Background: an optimization exercise with open tools, aiming at small area. Do not read the settings as production practice.
Only simulation tests tie the RTL to the original design; equivalence was not proved.

==> flow/design.v <==
`timescale 1ns/1ns
`default_nettype none
package capture_pkg;
   typedef logic [96-1:0] chan_word_t;    
   typedef logic [128-1:0] word_t;         
   typedef logic [6-1:0] ring_addr_t;
   typedef logic [6:0] phase_cnt_t;
   typedef logic [31:0] ctrl_reg_t;
   typedef logic [16-1:0] trig_vec_t;    
   typedef logic [31:0] count32_t;    
   typedef enum logic [1:0] {
      FILL,       
      ARMED,      
      READOUT,    
      POST        
   } capture_state_t;
endpackage
`default_nettype wire
`timescale 1ns/1ns
`default_nettype none
module trig_sync (
   input  wire            clk_1_8,
   input  wire            rst_i,
   input  capture_pkg::trig_vec_t ext_trig_vector_i,
   input  wire            trigout_i,
   input  wire            trigout_mcu_i,
   input  wire            trigout_oen_mcu_i,
   input  capture_pkg::ctrl_reg_t ctrl_reg_i,
   output capture_pkg::trig_vec_t      ext_trig_vector_o,
   output logic           ext_trig_o,
   output logic           stream_trig_o,
   output logic           trigout_o,
   output logic           trigout_mcu_o,
   output logic           trigout_oen_o,
   output logic [3:1]     ctrl_sync_o     
);
   capture_pkg::trig_vec_t vec_d1;
   capture_pkg::trig_vec_t vec_d2;
   capture_pkg::trig_vec_t rise_now;     
   logic      rise_any;                  
   logic      trigout_s1;
   logic      trigout_mcu_s1;
   logic      trigout_oen_s1;
   logic [3:1] ctrl_s1;
   logic [3:1] ctrl_s2;
   always_ff @(posedge clk_1_8) begin
      vec_d1            <= ext_trig_vector_i;
      vec_d2            <= vec_d1;
      ext_trig_vector_o <= vec_d2;    
   end
   assign rise_now = ext_trig_vector_i &
                     ~{ext_trig_vector_i[16-2:0], vec_d1[16-1]};
   always_ff @(posedge clk_1_8) begin
      if (rst_i) begin
         rise_any   <= 1'b0;
         ext_trig_o <= 1'b0;
      end else begin
         rise_any   <= |rise_now;
         ext_trig_o <= rise_any;
      end
   end
   always_ff @(posedge clk_1_8) begin
      trigout_s1     <= trigout_i;
      trigout_mcu_s1 <= trigout_mcu_i;
      trigout_oen_s1 <= trigout_oen_mcu_i;
      trigout_mcu_o  <= trigout_s1;        
      trigout_o      <= trigout_mcu_s1;
      trigout_oen_o  <= trigout_oen_s1;
      ctrl_s1        <= ctrl_reg_i[3:1];
      ctrl_s2        <= ctrl_s1;
      ctrl_sync_o    <= ctrl_s2;
   end
   assign stream_trig_o = trigout_mcu_s1;
endmodule
`default_nettype wire
`timescale 1ns/1ns
`default_nettype none
module source_mux (
   input  wire             clk_1_8,
   input  wire             rst_i,
   input  wire [3:1]       ctrl_i,
   input  capture_pkg::chan_word_t data_a_i,
   input  wire             data_valid_i,
   input  wire             ext_trig_i,
   input  wire             stream_trig_i,
   output logic [96:0] src_word_nxt_o,   
   output logic            src_valid_nxt_o,       
   output logic            src_valid_o
);
   localparam int NUM_SAMPLES = 96 / 12;
   capture_pkg::count32_t timecount;
   capture_pkg::count32_t datacount;
   logic     stream_mode;
   logic     pattern_mode;
   logic     stream_valid;
   logic [96-1:0] stream_low;
   logic [96-1:0] pattern_word;
   assign stream_mode  = ctrl_i[1];
   assign pattern_mode = ctrl_i[2];
   assign stream_valid = ctrl_i[3] ? ext_trig_i : stream_trig_i;
   assign stream_low = {16'h0005, 16'h0004, timecount, datacount};
   always_comb begin
      pattern_word = '0;
      for (int k = 0; k < NUM_SAMPLES; k++) begin
         pattern_word[k*12 +: 12] = 12'(k);
      end
   end
   always_comb begin
      if (stream_mode)
         src_word_nxt_o = {1'b1, stream_low};
      else if (pattern_mode)
         src_word_nxt_o = {1'b0, pattern_word};
      else
         src_word_nxt_o = {1'b0, data_a_i};
   end
   always_comb begin
      if (stream_mode)
         src_valid_nxt_o = stream_valid;
      else if (pattern_mode)
         src_valid_nxt_o = 1'b1;
      else
         src_valid_nxt_o = data_valid_i;
   end
   always_ff @(posedge clk_1_8) begin
      if (rst_i) begin
         src_valid_o <= 1'b0;
         timecount   <= '0;
         datacount   <= '0;
      end else begin
         src_valid_o <= src_valid_nxt_o;
         if (data_valid_i) timecount <= timecount + 1'b1;
         if (!stream_mode)
            datacount <= '0;                  
         else if (stream_valid)
            datacount <= datacount + 1'b1;
      end
   end
endmodule
`default_nettype wire
`timescale 1ns/1ns
`default_nettype none
module ring_counter (
   input  wire        clk_1_8,
   input  wire        rst_i,
   input  capture_pkg::capture_state_t state_i,
   input  wire        src_valid_i,
   output capture_pkg::phase_cnt_t cnt_o,
   output logic       done_o         
);
   always_ff @(posedge clk_1_8) begin
      if (rst_i || done_o || state_i == capture_pkg::ARMED)
         cnt_o <= '0;
      else if (src_valid_i || state_i == capture_pkg::READOUT)
         cnt_o <= cnt_o + 1'b1;
   end
   assign done_o = cnt_o[6];
endmodule
`default_nettype wire
`timescale 1ns/1ns
`default_nettype none
module ring_buffer (
   input  wire                   clk_1_8,
   input  wire [96:0]   wr_word_i,    
   input  wire                   shift_i,      
   input  wire                   rot_i,        
   output capture_pkg::word_t    rd_word_o     
);
   logic [64-1:0][96:0] sr;
   always_ff @(posedge clk_1_8) begin
      if (shift_i) begin
         sr[0] <= rot_i ? sr[64-1] : wr_word_i;
         for (int k = 1; k < 64; k++) sr[k] <= sr[k-1];
      end
   end
   assign rd_word_o = {sr[1][96] ? 32'h0007_0006 : 32'h0,
                       sr[1][96-1:0]};
endmodule
`default_nettype wire
`timescale 1ns/1ns
`default_nettype none
module capture_fsm (
   input  wire        clk_1_8,
   input  wire        rst_i,
   input  wire        src_valid_nxt_i,
   input  wire        src_valid_i,
   input  wire        ext_trig_i,
   input  capture_pkg::phase_cnt_t cnt_i,
   input  wire        done_i,
   output capture_pkg::capture_state_t state_o,
   output logic       shift_o,
   output logic       rot_o,
   output logic       data_valid_o
);
   capture_pkg::capture_state_t state_nxt;
   logic           rd_valid;
   logic           post_pass;
   always_ff @(posedge clk_1_8) begin
      if (rst_i)
         state_o <= capture_pkg::FILL;
      else
         state_o <= state_nxt;
   end
   always_comb begin
      state_nxt = state_o;
      case (state_o)
         capture_pkg::FILL:    if (done_i)     state_nxt = capture_pkg::ARMED;
         capture_pkg::ARMED:   if (ext_trig_i) state_nxt = capture_pkg::READOUT;    
         capture_pkg::READOUT: if (done_i)     state_nxt = capture_pkg::POST;
         capture_pkg::POST:    if (done_i)     state_nxt = capture_pkg::FILL;
         default: state_nxt = capture_pkg::FILL;
      endcase
   end
   assign rd_valid = (state_o == capture_pkg::READOUT) && (cnt_i != '0);
   assign rot_o    = (state_o == capture_pkg::READOUT) && !done_i;
   assign post_pass = (state_o == capture_pkg::POST) && src_valid_i && !done_i;
   assign shift_o = (state_o == capture_pkg::READOUT) || (!rst_i &&
                    ((src_valid_nxt_i && (state_nxt == capture_pkg::FILL ||
                                          state_nxt == capture_pkg::ARMED)) ||
                     state_nxt == capture_pkg::POST));
   always_ff @(posedge clk_1_8) begin
      if (rst_i)
         data_valid_o <= 1'b0;
      else
         data_valid_o <= rd_valid || post_pass;
   end
endmodule
`default_nettype wire
`timescale 1ns/1ns
`default_nettype none
module capture_top (
   input  wire             clk_1_8,
   input  wire             rst_i,
   input  capture_pkg::chan_word_t data_a_i,
   input  wire             data_valid_i,
   input  capture_pkg::ctrl_reg_t  ctrl_reg_i,
   input  capture_pkg::trig_vec_t  ext_trig_vector_i,
   input  wire             trigout_i,
   input  wire             trigout_mcu_i,
   input  wire             trigout_oen_mcu_i,
   output capture_pkg::word_t           data_o,
   output logic            data_valid_o,
   output capture_pkg::trig_vec_t       ext_trig_vector_o,
   output logic            trigout_o,
   output logic            trigout_mcu_o,
   output logic            trigout_oen_o
);
   logic      ext_trig;
   logic      stream_trig;
   logic [3:1] ctrl_sync;
   logic [96:0] src_word_nxt;
   logic      src_valid_nxt;
   logic      src_valid;
   capture_pkg::capture_state_t state;
   capture_pkg::phase_cnt_t     cnt;
   logic       done;
   logic       shift;
   logic       rot;
   trig_sync u_trig_sync (
      .clk_1_8           (clk_1_8),
      .rst_i             (rst_i),
      .ext_trig_vector_i (ext_trig_vector_i),
      .trigout_i         (trigout_i),
      .trigout_mcu_i     (trigout_mcu_i),
      .trigout_oen_mcu_i (trigout_oen_mcu_i),
      .ctrl_reg_i        (ctrl_reg_i),
      .ext_trig_vector_o (ext_trig_vector_o),
      .ext_trig_o        (ext_trig),
      .stream_trig_o     (stream_trig),
      .trigout_o         (trigout_o),
      .trigout_mcu_o     (trigout_mcu_o),
      .trigout_oen_o     (trigout_oen_o),
      .ctrl_sync_o       (ctrl_sync)
   );
   source_mux u_source_mux (
      .clk_1_8         (clk_1_8),
      .rst_i           (rst_i),
      .ctrl_i          (ctrl_sync),
      .data_a_i        (data_a_i),
      .data_valid_i    (data_valid_i),
      .ext_trig_i      (ext_trig),
      .stream_trig_i   (stream_trig),
      .src_word_nxt_o  (src_word_nxt),
      .src_valid_nxt_o (src_valid_nxt),
      .src_valid_o     (src_valid)
   );
   ring_counter u_ring_counter (
      .clk_1_8     (clk_1_8),
      .rst_i       (rst_i),
      .state_i     (state),
      .src_valid_i (src_valid),
      .cnt_o       (cnt),
      .done_o      (done)
   );
   ring_buffer u_ring_buffer (
      .clk_1_8   (clk_1_8),
      .wr_word_i (src_word_nxt),
      .shift_i   (shift),
      .rot_i     (rot),
      .rd_word_o (data_o)
   );
   capture_fsm u_capture_fsm (
      .clk_1_8         (clk_1_8),
      .rst_i           (rst_i),
      .src_valid_nxt_i (src_valid_nxt),
      .src_valid_i     (src_valid),
      .ext_trig_i      (ext_trig),
      .cnt_i           (cnt),
      .done_i          (done),
      .state_o         (state),
      .shift_o         (shift),
      .rot_o           (rot),
      .data_valid_o    (data_valid_o)
   );
endmodule
`default_nettype wire
Settings: LEC_CHECK=0, CAP_MARGIN=20, CORE_MARGIN=2, CORE_UTILIZATION=55, CTS_BUF_LIST=sky130_fd_sc_hd__clkbuf_16, CTS_CLUSTER_DIAMETER=60, CTS_CLUSTER_SIZE=24, PLACE_DENSITY=0.65, SLEW_MARGIN=20, SYNTH_MEMORY_MAX_BITS=16384; clock period 8.0 ns.
standard.sh (not shown) runs the stock make flow with config.mk's settings and CLKGATE_MAP_FILE= SYNTH_SCRIPT=/design/flow/synth_recipe.tcl, a recipe that flattens the netlist after the stock synthesis.
==> flow/flow/run.sh <==
#!/bin/bash
# The standard layout, with the smallest buffer on the ports instead of the
# delay buffer buffer_ports picks by default. Every other step is unchanged.
set -euo pipefail
export BUFFER_PORTS_ARGS="-buffer_cell sky130_fd_sc_hd__buf_1"
bash standard.sh > standard_flow.log 2>&1
The first run ran to the end with no violations.
Edit:
==> flow/flow/run.sh (replaced) <==
#!/bin/bash
# The standard layout, with the smallest buffer on the ports instead of the
# delay buffer buffer_ports picks by default, and no dummy loads in the clock
# tree. Every other step is unchanged.
set -euo pipefail
export BUFFER_PORTS_ARGS="-buffer_cell sky130_fd_sc_hd__buf_1"
export CTS_ARGS="-sink_clustering_enable -repair_clock_nets -sink_clustering_size 28 -sink_clustering_max_diameter 80 -buf_list sky130_fd_sc_hd__clkbuf_16 -dont_use_dummy_load"
bash standard.sh > standard_flow.log 2>&1
--- a/flow/config.mk
+++ b/flow/config.mk
@@ -10,6 +10,6 @@
 export CORE_UTILIZATION = 55
 export CTS_BUF_LIST = sky130_fd_sc_hd__clkbuf_16
-export CTS_CLUSTER_DIAMETER = 60
-export CTS_CLUSTER_SIZE = 24
+export CTS_CLUSTER_DIAMETER = 80
+export CTS_CLUSTER_SIZE = 28
 export PLACE_DENSITY = 0.65
 export SLEW_MARGIN = 20
Effect: The changed run passed the timing, DRC and antenna checks; design area is lower by 3.1%; sequential share of layout area is higher by 2.9 points; critical path depth does not change.

port drivers added, routing unchanged:
The results above use ideal ports. As a check the final layouts listed here were re-extracted and re-timed, cells and wires unchanged.
Step 1: set_driving_cell puts a clkbuf_16 on clk_1_8 and a buf_2 on each other input, an assumption about the parent block.
Step 2, shift: input delay + t, output delay - t, t = (earliest + latest rising clock arrival at the registers) / 2. This alone moves slack from input paths to output paths.
Three values: ideal, step 1, step 2; two values: the first two.
| run | shift t [ns] | setup slack, ns | worst setup path after step 2 | slew at the worst register clock pin (ns) |
|---|---|---|---|---|
| the first run | 1.046 | 3.680 / 3.680 / 2.854 | input to register | 0.09 / 0.09 |
| the second run | 0.987 | 3.674 / 3.673 / 2.857 | input to register | 0.12 / 0.12 |
After both steps setup and hold are still met in every run listed. The setup slack of the first run, which loses most, moves by 0.000 ns with the drivers and by -0.826 ns with both steps.
